Background: an optimization exercise with open tools, aiming at small area, a short achievable clock period and few clock cycles per item. Do not read the settings as production practice. Function was not checked in any run shown here: the RTL went through the layout flow alone.

File: flow/run.sh
#!/bin/bash
# synth_recipe.tcl (not shown) runs the flow's synth.tcl, then flattens the netlist and writes it again
# the make line also repeats each setting of config.mk as NAME=value (left out here)
make -C /OpenROAD-flow-scripts/flow DESIGN_CONFIG=/design/flow/config.mk WORK_HOME=/design/flow/orfs CLKGATE_MAP_FILE= SYNTH_SCRIPT=/design/flow/synth_recipe.tcl finish
File: flow/config.mk
export PLATFORM = sky130hd
export DESIGN_NAME = rational_arithmetic_unit
export DESIGN_NICKNAME = rational_arithmetic_unit
export VERILOG_FILES = /design/flow/design.v
export SDC_FILE = /design/flow/constraint.sdc
export NUM_CORES = 4
export LEC_CHECK = 0
export ABC_CLOCK_PERIOD_IN_PS = 4000
export CAP_MARGIN = 20
export CORE_MARGIN = 2
export CORE_UTILIZATION = 40
export SETUP_SLACK_MARGIN = 5
export SLEW_MARGIN = 20
File: flow/constraint.sdc
create_clock -name core_clock -period 10.0 [get_ports {aclk}]
set_input_delay 2.0000 -clock core_clock [delete_from_list [all_inputs] [get_ports {aclk}]]
set_output_delay 2.0000 -clock core_clock [all_outputs]
set_load 0.01 [all_outputs]
File: flow/design.v
`default_nettype none
package rau_pkg;
    localparam int OPERAND_WIDTH_DEF = 16;
    localparam int ACTION_WIDTH = 3;
    localparam logic [ACTION_WIDTH-1:0] ACT_ADD = 3'd0;
    localparam logic [ACTION_WIDTH-1:0] ACT_SUB = 3'd1;
    localparam logic [ACTION_WIDTH-1:0] ACT_MUL = 3'd2;
    localparam logic [ACTION_WIDTH-1:0] ACT_DIV = 3'd3;
    localparam logic [ACTION_WIDTH-1:0] ACT_INC = 3'd4;
    localparam logic [ACTION_WIDTH-1:0] ACT_DEC = 3'd5;
endpackage
`default_nettype wire
`default_nettype none
import rau_pkg::*;
module rational_arithmetic_unit #(
    parameter int OPERAND_WIDTH = rau_pkg::OPERAND_WIDTH_DEF
) (
    input  wire logic                       aclk,
    input  wire logic                       aresetn,
    input  wire logic                       s_valid,
    output logic                            s_ready,
    input  wire logic [rau_pkg::ACTION_WIDTH-1:0] s_action,
    input  wire logic signed [OPERAND_WIDTH-1:0] s_first_numerator,
    input  wire logic signed [OPERAND_WIDTH-1:0] s_first_denominator,
    input  wire logic signed [OPERAND_WIDTH-1:0] s_second_numerator,
    input  wire logic signed [OPERAND_WIDTH-1:0] s_second_denominator,
    output logic                            m_valid,
    input  wire logic                       m_ready,
    output logic signed [2*OPERAND_WIDTH:0] m_result_numerator,
    output logic signed [2*OPERAND_WIDTH:0] m_result_denominator,
    output logic                            m_zero_over_zero
);
    localparam int OW = OPERAND_WIDTH;    
    localparam int NW = 2 * OW + 1;       
    localparam int DW = 2 * OW;           
    localparam int PW = OW + 4;           
    localparam int QW = OW + 3;           
    localparam int K  = 3;                
    typedef enum logic [1:0] {F_IDLE, F_MUL, F_DONE} fst_t;
    fst_t fst_reg;
    logic [2:0] cnt_reg;
    logic       fund_reg;                 
    logic       fsub_reg;                 
    logic       fq_reg;                   
    logic       fdf_reg;                  
    logic signed [OW-1:0] fn1_reg, fd1_reg;
    logic [OW-1:0] mb_reg, mf_reg;
    logic          pb_reg, pf_reg;        
    logic signed [PW-1:0] accn_reg;
    logic signed [QW-1:0] accd_reg;
    logic          take;                  
    function automatic logic [OW+1:0] bpp(input logic [2:0] t, input logic neg_in,
                                          input logic signed [OW-1:0] a);
        logic [OW+1:0] ae, mag;
        logic neg;
        ae  = {{2{a[OW-1]}}, a};
        mag = (t == 3'b011 || t == 3'b100) ? (ae << 1) : (t[1] ^ t[0]) ? ae : '0;
        neg = (t[2] && !(t[1] && t[0])) ^ neg_in;
        bpp = neg ? ~mag : mag;
    endfunction
    function automatic logic bneg(input logic [2:0] t, input logic neg_in);
        bneg = (t[2] && !(t[1] && t[0])) ^ neg_in;
    endfunction
    logic [2:0]    tb, tf, tn, tc;
    logic [OW+1:0] ppb, ppf, ppc;
    logic          ngb, ngf, ngc;
    logic signed [PW-1:0] sumn;
    logic signed [QW-1:0] sumd;
    assign tb   = {mb_reg[1:0], pb_reg};
    assign tf   = {mf_reg[1:0], pf_reg};
    assign tn   = fq_reg ? tf : 3'b000;
    assign tc   = fdf_reg ? tf : tb;
    assign ppb  = bpp(tb, 1'b0, fn1_reg);
    assign ppf  = bpp(tn, fsub_reg, fd1_reg);
    assign ppc  = bpp(tc, 1'b0, fd1_reg);
    assign ngb  = bneg(tb, 1'b0);
    assign ngf  = bneg(tn, fsub_reg);
    assign ngc  = bneg(tc, 1'b0);
    assign sumn = accn_reg + {{(PW-OW-2){ppb[OW+1]}}, ppb} + {{(PW-OW-2){ppf[OW+1]}}, ppf} + PW'(ngb) + PW'(ngf);
    assign sumd = accd_reg + {{(QW-OW-2){ppc[OW+1]}}, ppc} + QW'(ngc);
    logic signed [NW-1:0] fnum;
    logic signed [DW-1:0] fden;
    assign fnum = {accn_reg[OW:0], mb_reg};
    assign fden = {accd_reg[OW-1:0], mf_reg};
    assign s_ready = (fst_reg == F_IDLE);
    always_ff @(posedge aclk) begin
        if (!aresetn) begin
            fst_reg <= F_IDLE;
        end else begin
            case (fst_reg)
                F_IDLE: if (s_valid) fst_reg <= (s_action[2] && s_action[1]) ? F_DONE : F_MUL;
                F_MUL:  if (cnt_reg == 3'd7) fst_reg <= F_DONE;
                F_DONE: if (take) fst_reg <= F_IDLE;
                default: fst_reg <= F_IDLE;
            endcase
        end
        if (fst_reg == F_IDLE) begin
            fn1_reg  <= s_first_numerator;
            fd1_reg  <= s_first_denominator;
            fund_reg <= s_action[2] && s_action[1];
            fsub_reg <= s_action[0];
            fq_reg   <= !(s_action == ACT_MUL || s_action == ACT_DIV);
            fdf_reg  <= s_action == ACT_MUL || s_action == ACT_DIV;
            case (s_action)
                ACT_ADD, ACT_SUB, ACT_DIV: begin
                    mb_reg <= s_second_denominator; mf_reg <= s_second_numerator;
                end
                ACT_MUL: begin
                    mb_reg <= s_second_numerator; mf_reg <= s_second_denominator;
                end
                default: begin
                    mb_reg <= OW'(1); mf_reg <= OW'(1);
                end
            endcase
            pb_reg <= 1'b0; pf_reg <= 1'b0;
            accn_reg <= '0; accd_reg <= '0;
            cnt_reg <= '0;
        end else if (fst_reg == F_MUL) begin
            accn_reg <= sumn >>> 2;
            accd_reg <= sumd >>> 2;
            mb_reg <= {sumn[1:0], mb_reg[OW-1:2]};
            mf_reg <= {sumd[1:0], mf_reg[OW-1:2]};
            pb_reg <= mb_reg[1]; pf_reg <= mf_reg[1];
            cnt_reg <= cnt_reg + 3'd1;
        end
    end
    typedef enum logic [1:0] {C_IDLE, C_PRE, C_RUN} cst_t;
    cst_t cst_reg;
    logic [NW-1:0] x_reg, x_next;         
    logic [DW-1:0] y_reg, y_next;         
    logic [NW-1:0] cx1_reg, cx1_next, cy1_reg, cy1_next;
    logic [DW-1:0] cx2_reg, cx2_next, cy2_reg, cy2_next;
    logic zoz_reg, zoz_next, und_reg, und_next;
    cst_t cst_next;
    function automatic logic [1:0] tzk(input logic [K:0] v);
        tzk = K[1:0];
        for (int i = K - 1; i >= 1; i = i - 1)
            if (v[i]) tzk = i[1:0];
    endfunction
    logic          pre;
    logic [NW-1:0] dxy, dyx;
    logic          ge, xe;
    logic [DW-1:0] v;
    logic [1:0]    s;
    logic [NW-1:0] c1;
    logic [DW-1:0] c2;
    assign pre = (cst_reg == C_PRE);
    assign dxy = {1'b0, pre ? DW'(0) : x_reg[DW-1:0]} - {1'b0, y_reg};
    assign dyx = {1'b0, pre ? DW'(0) : y_reg} - {1'b0, x_reg[DW-1:0]};
    assign ge  = !dxy[NW-1];
    assign xe  = !x_reg[0];
    assign v   = xe ? x_reg[DW-1:0] : (ge ? dxy[DW-1:0] : dyx[DW-1:0]);
    assign s   = tzk(xe ? x_reg[K:0] : dxy[K:0]);
    assign c1  = (xe || ge) ? cx1_reg : cy1_reg;
    assign c2  = (xe || ge) ? cx2_reg : cy2_reg;
    logic signed [NW-1:0] num_s;
    logic signed [DW-1:0] den_s;
    assign num_s = x_reg;
    assign den_s = y_reg;
    logic [DW-1:0] ax, ay;
    logic          nzx, nzy, swap, both_even;
    logic [1:0]    sp;
    logic [NW-1:0] sn;
    logic [DW-1:0] sd;
    assign ax  = x_reg[NW-1] ? dyx[DW-1:0] : x_reg[DW-1:0];
    assign ay  = y_reg[DW-1] ? dxy[DW-1:0] : y_reg;
    logic nzx_reg, nzx_next, nzy_reg, nzy_next;
    assign nzx = nzx_reg;
    assign nzy = nzy_reg;
    assign swap = !y_reg[0] && nzx;
    assign both_even = !x_reg[0] && !y_reg[0] && nzx && nzy;
    logic zx_reg, zx_next;
    assign sp  = tzk(x_reg[K:0] | y_reg[K:0]);
    assign sn  = x_reg[NW-1] ? '1 : NW'(1);
    assign sd  = y_reg[DW-1] ? '1 : DW'(1);
    logic done;
    assign done = (cst_reg == C_RUN) && zx_reg;
    logic pend_reg;
    assign take = (fst_reg == F_DONE) && ((cst_reg == C_IDLE) || done);
    assign m_valid = done || pend_reg;
    always_comb begin
        cst_next = cst_reg;
        zoz_next = zoz_reg; und_next = und_reg;
        nzx_next = nzx_reg; nzy_next = nzy_reg;
        x_next = NW'(v >> s);
        y_next = (!xe && !ge) ? x_reg[DW-1:0] : y_reg;
        cx1_next = c1 << s;
        cx2_next = c2 << s;
        cy1_next = xe ? cy1_reg : cx1_reg + cy1_reg;
        cy2_next = xe ? cy2_reg : cx2_reg + cy2_reg;
        zx_next = zx_reg || (x_reg[0] && x_reg[DW-1:0] == y_reg);
        case (cst_reg)
            C_PRE: begin
                x_next = x_reg; y_next = y_reg;
                cy1_next = cy1_reg; cy2_next = cy2_reg;
                if (pend_reg) begin
                end else if (und_reg) begin
                    zoz_next = 1'b0;
                    x_next = '0; cy1_next = '0; cy2_next = '0; zx_next = 1'b1;
                    cst_next = C_RUN;
                end else if (both_even) begin
                    x_next = num_s >>> sp;
                    y_next = den_s >>> sp;
                end else begin
                    cst_next = C_RUN;
                    zoz_next = 1'b0;
                    if (!nzx && !nzy) begin
                        zoz_next = 1'b1;
                        x_next = '0; cy1_next = '0; cy2_next = '0; zx_next = 1'b1;
                    end else if (!swap) begin
                        x_next = NW'(ax); y_next = ay; zx_next = !nzx;
                        cx1_next = sn; cx2_next = '0; cy1_next = '0; cy2_next = sd;
                    end else begin
                        x_next = NW'(ay); y_next = ax; zx_next = !nzy;
                        cx1_next = '0; cx2_next = sd; cy1_next = sn; cy2_next = '0;
                    end
                end
            end
            C_RUN: begin
                if (done && m_ready) cst_next = C_IDLE;
            end
            default: ;
        endcase
        if (take) begin
            x_next = fnum; y_next = fden; und_next = fund_reg;
            nzx_next = fnum != '0; nzy_next = fden != '0;
            cst_next = C_PRE;
        end
    end
    always_ff @(posedge aclk) begin
        if (!aresetn) begin
            cst_reg  <= C_IDLE;
            pend_reg <= 1'b0;
        end else begin
            cst_reg  <= cst_next;
            pend_reg <= m_valid && !m_ready;
        end
        x_reg <= x_next; y_reg <= y_next;
        cx1_reg <= cx1_next; cx2_reg <= cx2_next; cy1_reg <= cy1_next; cy2_reg <= cy2_next;
        zoz_reg <= zoz_next; und_reg <= und_next;
        nzx_reg <= nzx_next; nzy_reg <= nzy_next; zx_reg <= zx_next;
    end
    assign m_result_numerator   = cy1_reg;
    assign m_result_denominator = {cy2_reg[DW-1], cy2_reg};
    assign m_zero_over_zero     = zoz_reg;
endmodule
`default_nettype wire
==> metrics.yaml, run 1 <==
outcome:
  status: "finished clean"
worst_setup_path:
  worst_ep_required_time_ns: 10.34
  cp.arrival_ns: 5.20
  endpoint_kind: "register"
  crit_fanout: 71
  worst-setup-path-type: "register to register"
  cp-start-kind: "register"
run:
  cap_viol_max_count: 0
finish:
  layout-drive-gt1-share: 0.06219
  fin_area_sq_mm: 0.03231
  n_antenna_cell: 0
  instances_no_fill: 4574
  layout-area-overhead-vs-synth_pct: 13.90
  fin_nets: 3872
  n_fill_cell: 7057
synthesis:
  syn_nets: 3852
  yosysWarnings: 1
  post-synth-top-area-cell: "edfxtp_1"
  synth_top_cell_area_share: 0.2139
  yosysSeqAreaShare: 0.2922
  synth_cell_types: 84
  ys_ff_latch: 313
  synthFlopType: "edfxtp_1"
  synthArstFlopShare: 0
  synth.most_common_cell: "nand2_1"
  synth_edf_count: 202
  yosys-top-cells-count: "nand2_1, nor2_1, o21ai_0"
  avgSynthCellArea_sq_um: 7.916
  syn_inst: 3583
  syn_area_sq_mm: 0.02836
  synth_top_cells_by_area: "edfxtp_1, dfxtp_1, ha_1, nand2_1, o21ai_0"
timing:
  grt_setup_unrepaired: "true"
  tightest_slew_ns: 1.191
  layout_setup_ws_ns: 5.134
  finalCritPeriodShare: 0.4866
  hold_viol: 0
  period_minus_slack_ns: 4.866
  skew_ns: 0.02024
  drv_slew: 0
  setup_viol: 0
  finalSetupTns_ns: 0
  max_clock_freq_mhz: 205.5
  relSlewSlack: 0.2049
detailed_routing:
  ant_nets: 0
  wl_met1_mm: 43.74
  vias: 28060
  routedWlPerCell_um: 22.51
  drc: 0
  vias_per_cell: 6.134
  top_layer_used: "met5"
  drt_wl_total_mm: 103.0
  initialDrtViolationCount: 3090
  wl_met3_mm: 8.911
  dr_wl_met2_mm: 44.87
  first_pass_iters: 8
global_route:
  grt_pass1_wl_mm: 155.4
  grt_pass1_vias: 25770
  grt.total_usage: 0.2687
  grt_max_degree: 102
  antenna_found_initial: 2
  grt.overflow.total: 0
clock_tree:
  clkLatencyLatePin_ns: 0.58
  clock_sinks: 313
  cts-htree-levels: 2
  cts_max_path_buffers: 3
  cts_hold_buf: 0
  cts_buffers: 39
  cts_tree: "yes"
  clk_pin_slew_worst_paths_ns: 0.07
  clock-root-buffer: "clkbuf_16"
die:
  initial_core_util: 0.4043
  io_pins: 140
  rows: 97
  design.die.area_sq_mm: 0.07306
  core_area_sq_mm: 0.07015
  die_w_um: 270.3
  die_h_um: 270.3
place:
  place_hpwl_mm: 72.63
  placed_area_sq_mm: 0.03049
  post-place-ws_ns: 3.649
  port_buffers: 139
  place.gp.congestion: 0.9548
  placed_cells: 4474
hold_path:
  hp-class: "register to register"
[cells in the final DEF, fill, tap and decap left out, types with 39 or more instances in the layout]
cell type / n
mux2i_1: 79
a31oi_1: 39
inv_1: 121
xor2_1: 85
edfxtp_1: 202
clkbuf_16: 43
xnor2_1: 127
a21o_1: 63
a211oi_1: 39
o221ai_1: 70
nor3_1: 42
and3_1: 72
nor2_1: 311
dfxtp_1: 111
a21oi_1: 252
o211ai_1: 88
buf_4: 55
clkdlybuf4s50_1: 139
a221oi_1: 44
o21ai_0: 310
ha_1: 171
nand2_1: 522
nand3_1: 111
[path summary, 6_finish.rpt]
check / from / endpoint / slack (ns) / depth (start not counted)
max: cst_reg[1] / x_reg[26] / 5.13 / 17
min: fund_reg / und_reg / 0.46 / 0
max reg2reg: cst_reg[1] / x_reg[26] / 5.13 / 17
min reg2reg: fund_reg / und_reg / 0.46 / 0
[cell families (layout without fill, tap and decap cells)]
group,after synthesis,in the layout,synth area share
simple gates,1234,1236,0.1930
fa+ha+maj,198,198,0.09343
mux,108,108,0.03939
buf+inv,357,406,0.04799
xor+xnor,214,214,0.06608
compound gates,1159,1159,0.2679
flops,313,313,0.2922
[per-stage QoR]
step                utilization  hold slack, ns
floorplan                     -          0.4003
global placement         0.4346          0.4257
detailed placement       0.4346          0.4445
CTS                      0.4567          0.4597
global route             0.4605          0.4784
finish                   0.4605          0.4573
[timing repair]
item / CTS / global route
resized for setup: 24 / 25
endpoints found under the setup margin: 142 / 106
gates cloned: 1 / 2
setup buffers: 10 / 14
pin swaps: 4 / 4
[metal layers]
layer,up-vias,global-route usage
met5,-,0
met4,4,0.1346
met3,281,0.04285
met2,1330,0.4116
met1,13170,0.3664
li1,13280,-
[final cells by class]
type                    count  area, sq um  area share
clock buffers              56         1174     0.03633
inverters                 128        488.0     0.01510
multi-input cells        2915        19050      0.5895
clock inverters            16        151.4    0.004686
well taps                 940         1176     0.03640
flip-flops and latches    313         8288      0.2565
repair buffers            206         1984     0.06142
[critical path, stage by stage, from the launching register on]
cell and delay [ns]:
dfxtp_1 0.35, inv_1 0.10, ha_4 0.25, clkinvlp_4 0.15, nand2_1 0.13, ha_1 0.25, fa_1 0.45, xnor2_1 0.47
nand2_1 0.12, and2_1 0.42, nor2_4 0.19, clkbuf_8 0.49, nor3_1 0.10, mux2i_1 0.15, nand4_1 0.18, a221oi_1 0.38
nor2_1 0.08, o32a_1 0.34
==> run 2, diff against run 1 <==
--- a/flow/config.mk
+++ b/flow/config.mk
@@ -5,6 +5,7 @@
 export SDC_FILE = /design/flow/constraint.sdc
 export NUM_CORES = 4
 export LEC_CHECK = 0
+export ABC_AREA = 1
 export ABC_CLOCK_PERIOD_IN_PS = 4000
 export CAP_MARGIN = 20
 export CORE_MARGIN = 2
==> metrics.yaml, run 2 <==
outcome:
  status: "finished clean"  # unchanged
synthesis:
  synth_cell_types: 57  # was 84
  avgSynthCellArea_sq_um: 6.425  # was 7.916 sq um
  yosysSeqAreaShare: 0.2708  # was 0.2922
  synth_top_cell_area_share: 0.1982  # was 0.2139
  syn_nets: 5032  # was 3852
  post-synth-top-area-cell: "edfxtp_1"  # unchanged
  synthFlopType: "edfxtp_1"  # unchanged
  syn_inst: 4763  # was 3583
  synthArstFlopShare: 0  # unchanged
  yosysWarnings: 1  # unchanged
  ys_ff_latch: 313  # unchanged
  synth_top_cells_by_area: "edfxtp_1, nand2_1, dfxtp_1, ha_1, nand3_1"  # was edfxtp_1, dfxtp_1, ha_1, nand2_1, o21ai_0
  syn_area_sq_mm: 0.03060  # was 0.02836 sq mm
  synth_edf_count: 202  # unchanged
  yosys-top-cells-count: "nand2_1, inv_1, nand3_1"  # was nand2_1, nor2_1, o21ai_0
  synth.most_common_cell: "nand2_1"  # unchanged
place:
  place.gp.congestion: 1.009  # was 0.9548
  port_buffers: 139  # unchanged
  place_hpwl_mm: 86.76  # was 72.63 mm
  post-place-ws_ns: 4.770  # was 3.649 ns
  placed_area_sq_mm: 0.03280  # was 0.03049 sq mm
  placed_cells: 5719  # was 4474
clock_tree:
  cts-htree-levels: 2  # unchanged
  cts_buffers: 40  # was 39
  clock-root-buffer: "clkbuf_16"  # unchanged
  cts_max_path_buffers: 3  # unchanged
  cts_hold_buf: 0  # unchanged
  clkLatencyLatePin_ns: 0.60  # was 0.58 ns
  clock_sinks: 313  # unchanged
  clk_pin_slew_worst_paths_ns: 0.06  # was 0.07 ns
  cts_tree: "yes"  # unchanged
timing:
  setup_viol: 0  # unchanged
  relSlewSlack: 0.2710  # was 0.2049
  tightest_slew_ns: 1.093  # was 1.191 ns
  finalCritPeriodShare: 0.4731  # was 0.4866
  max_clock_freq_mhz: 211.4  # was 205.5 MHz
  finalSetupTns_ns: 0  # unchanged
  layout_setup_ws_ns: 5.269  # was 5.134 ns
  skew_ns: 0.03768  # was 0.02024 ns
  drv_slew: 0  # unchanged
  period_minus_slack_ns: 4.731  # was 4.866 ns
  grt_setup_unrepaired: "false"  # was true
  hold_viol: 0  # unchanged
detailed_routing:
  routedWlPerCell_um: 19.75  # was 22.51 um
  wl_met1_mm: 47.81  # was 43.74 mm
  vias_per_cell: 5.571  # was 6.134
  wl_met3_mm: 7.416  # was 8.911 mm
  top_layer_used: "met5"  # unchanged
  vias: 32300  # was 28060
  dr_wl_met2_mm: 52.15  # was 44.87 mm
  drt_wl_total_mm: 114.5  # was 103.0 mm
  ant_nets: 0  # unchanged
  first_pass_iters: 9  # was 8
  initialDrtViolationCount: 3092  # was 3090
  drc: 0  # unchanged
die:
  die_w_um: 280.6  # was 270.3 um
  core_area_sq_mm: 0.07582  # was 0.07015 sq mm
  initial_core_util: 0.4036  # was 0.4043
  rows: 101  # was 97
  io_pins: 140  # unchanged
  die_h_um: 280.6  # was 270.3 um
  design.die.area_sq_mm: 0.07873  # was 0.07306 sq mm
worst_setup_path:
  worst-setup-path-type: "register to register"  # unchanged
  crit_slowest_cell: "buf_4"  # was clkbuf_8
  cp-start-kind: "register"  # unchanged
  path_common_cell: "nor2_1"  # was nand2_1
  critPathTopFamily: "buffers and inverters"  # was simple AND/OR/NAND/NOR gates
  crit_fanout: 50  # was 71
  max_stage_delay_ns: 0.43  # was 0.49 ns
  endpoint_kind: "register"  # unchanged
  worst_ep_required_time_ns: 10.23  # was 10.34 ns
  cp.arrival_ns: 4.96  # was 5.20 ns
  path_buf_inv: 5  # was 3
  cp_cell_sequence: "inv_1 > ha_4 > buf_6 > nor2_1 > ha_1 > nand2_2 > inv_1 > a21oi_1 > nor2_1 > nor2_1 > nand2_1 > a21oi_2 > buf_4 > nand2_2 > nand3_1 > nand3_1 > a31oi_4 > buf_4"  # was inv_1 > ha_4 > clkinvlp_4 > nand2_1 > ha_1 > fa_1 > xnor2_1 > nand2_1 > and2_1 > nor2_4 > clkbuf_8 > nor3_1 > mux2i_1 > nand4_1 > a221oi_1 > nor2_1 > o32a_1
finish:
  layout-area-overhead-vs-synth_pct: 11.88  # was 13.90%
  fin_nets: 5055  # was 3872
  fin_area_sq_mm: 0.03424  # was 0.03231 sq mm
  final_cell_mix: "nand2_1, inv_1, nand3_1"  # was nand2_1, nor2_1, o21ai_0
  multi_input_area_sq_mm: 0.01953  # was 0.01905 sq mm
  instances_no_fill: 5797  # was 4574
  layout-drive-gt1-share: 0.03944  # was 0.06219
  layout_commonest_cell: "nand2_1"  # unchanged
  n_fill_cell: 8095  # was 7057
  seqCellArea_sq_mm: 0.008288  # unchanged
global_route:
  grt.overflow.total: 0  # unchanged
  grt.total_usage: 0.2837  # was 0.2687
  antenna_found_initial: 3  # was 2
  grt_pass1_vias: 30220  # was 25770
  grt_max_degree: 109  # was 102
  grt_pass1_wl_mm: 173.9  # was 155.4 mm
hold_path:
  hp-class: "register to register"  # unchanged
run:
  cap_viol_max_count: 0  # unchanged
## run 2: cell types whose count changed after synthesis, sizes merged, moves of 59 or more
cell	before	now
nand2	524	1376
inv	125	546
nand3	114	408
o21ai	319	459
xnor2	127	32
and3	73	1
a21oi	256	327
nor2	317	381
o221ai	71	12
## run 2: cell type report
| type | count | area share |
|---|---|---|
| Inverter | 549 | 0.06030 |
| Multi-Input combinational cell | 3699 | 0.5704 |
| Clock buffer | 53 | 0.03212 |
| Antenna cell | 1 | 0.00007309 |
| Tap cell | 978 | 0.03574 |
| Sequential cell | 313 | 0.2421 |
| Timing Repair Buffer | 183 | 0.05157 |
| Clock inverter | 21 | 0.007711 |
## run 2: routing by layer
layer	GRT usage	vias up
li1	-	15930
met1	0.3646	14810
met2	0.4631	1217
met3	0.03273	335
met4	0.1577	2
met5	0	-
## run 2: stage by stage
stage          utilization  hold WS [ns]
2_1_floorplan            -        0.4003
3_3_place_gp        0.4325        0.4093
3_5_place_dp        0.4325        0.4330
4_1_cts             0.4509        0.4472
5_1_grt             0.4515        0.4465
6_report            0.4515        0.4481
## run 2: kinds of logic after synthesis
logic type / count (synthesis) / synth area share
xor+xnor: 123 / 0.03520
mux: 49 / 0.01603
flops: 313 / 0.2708
compound gates: 998 / 0.1802
buf+inv: 751 / 0.09457
simple gates: 2331 / 0.3165
fa+ha+maj: 198 / 0.08660
## run 2: what timing repair did
item / in CTS / in global routing
resized for setup: 3 / 9
gates cloned: 0 / 0
setup endpoints to repair: 81 / 105
setup buffers: 2 / 1
## run 2: final timing paths
path	startpoint	to	slack, ns	cells past startpoint
max reg2reg	cst_reg[1]	y_reg[28]	5.27	18
max	cst_reg[1]	y_reg[28]	5.27	18
min reg2reg	fund_reg	und_reg	0.45	0
min	fund_reg	und_reg	0.45	0

[static timing again, ports no longer ideal]
In the flow no input, the clock included, has a driving cell. The finished layouts below were timed again as built, in two steps. Step 1 assumes that a clkbuf_16 drives the clock port and a buf_2 every other input. Step 2 adds t to the input delays and takes it off the output delays; t is the mean of the earliest and latest rising clock arrival at the registers after step 1. Input paths then give back, and output paths get back, about the clock's delay inside the block. Three values: no drivers, after step 1, after step 2; two values: the first two.
run	t, ns	setup WS [ns]	clock arrival spread, ns	pins driven straight from the clock port
run 1	0.635	5.134 / 5.118 / 5.134	0.021 / 0.021	1
run 2	0.649	5.269 / 5.269 / 5.269	0.038 / 0.037	1
After both steps every run listed still meets setup and hold.
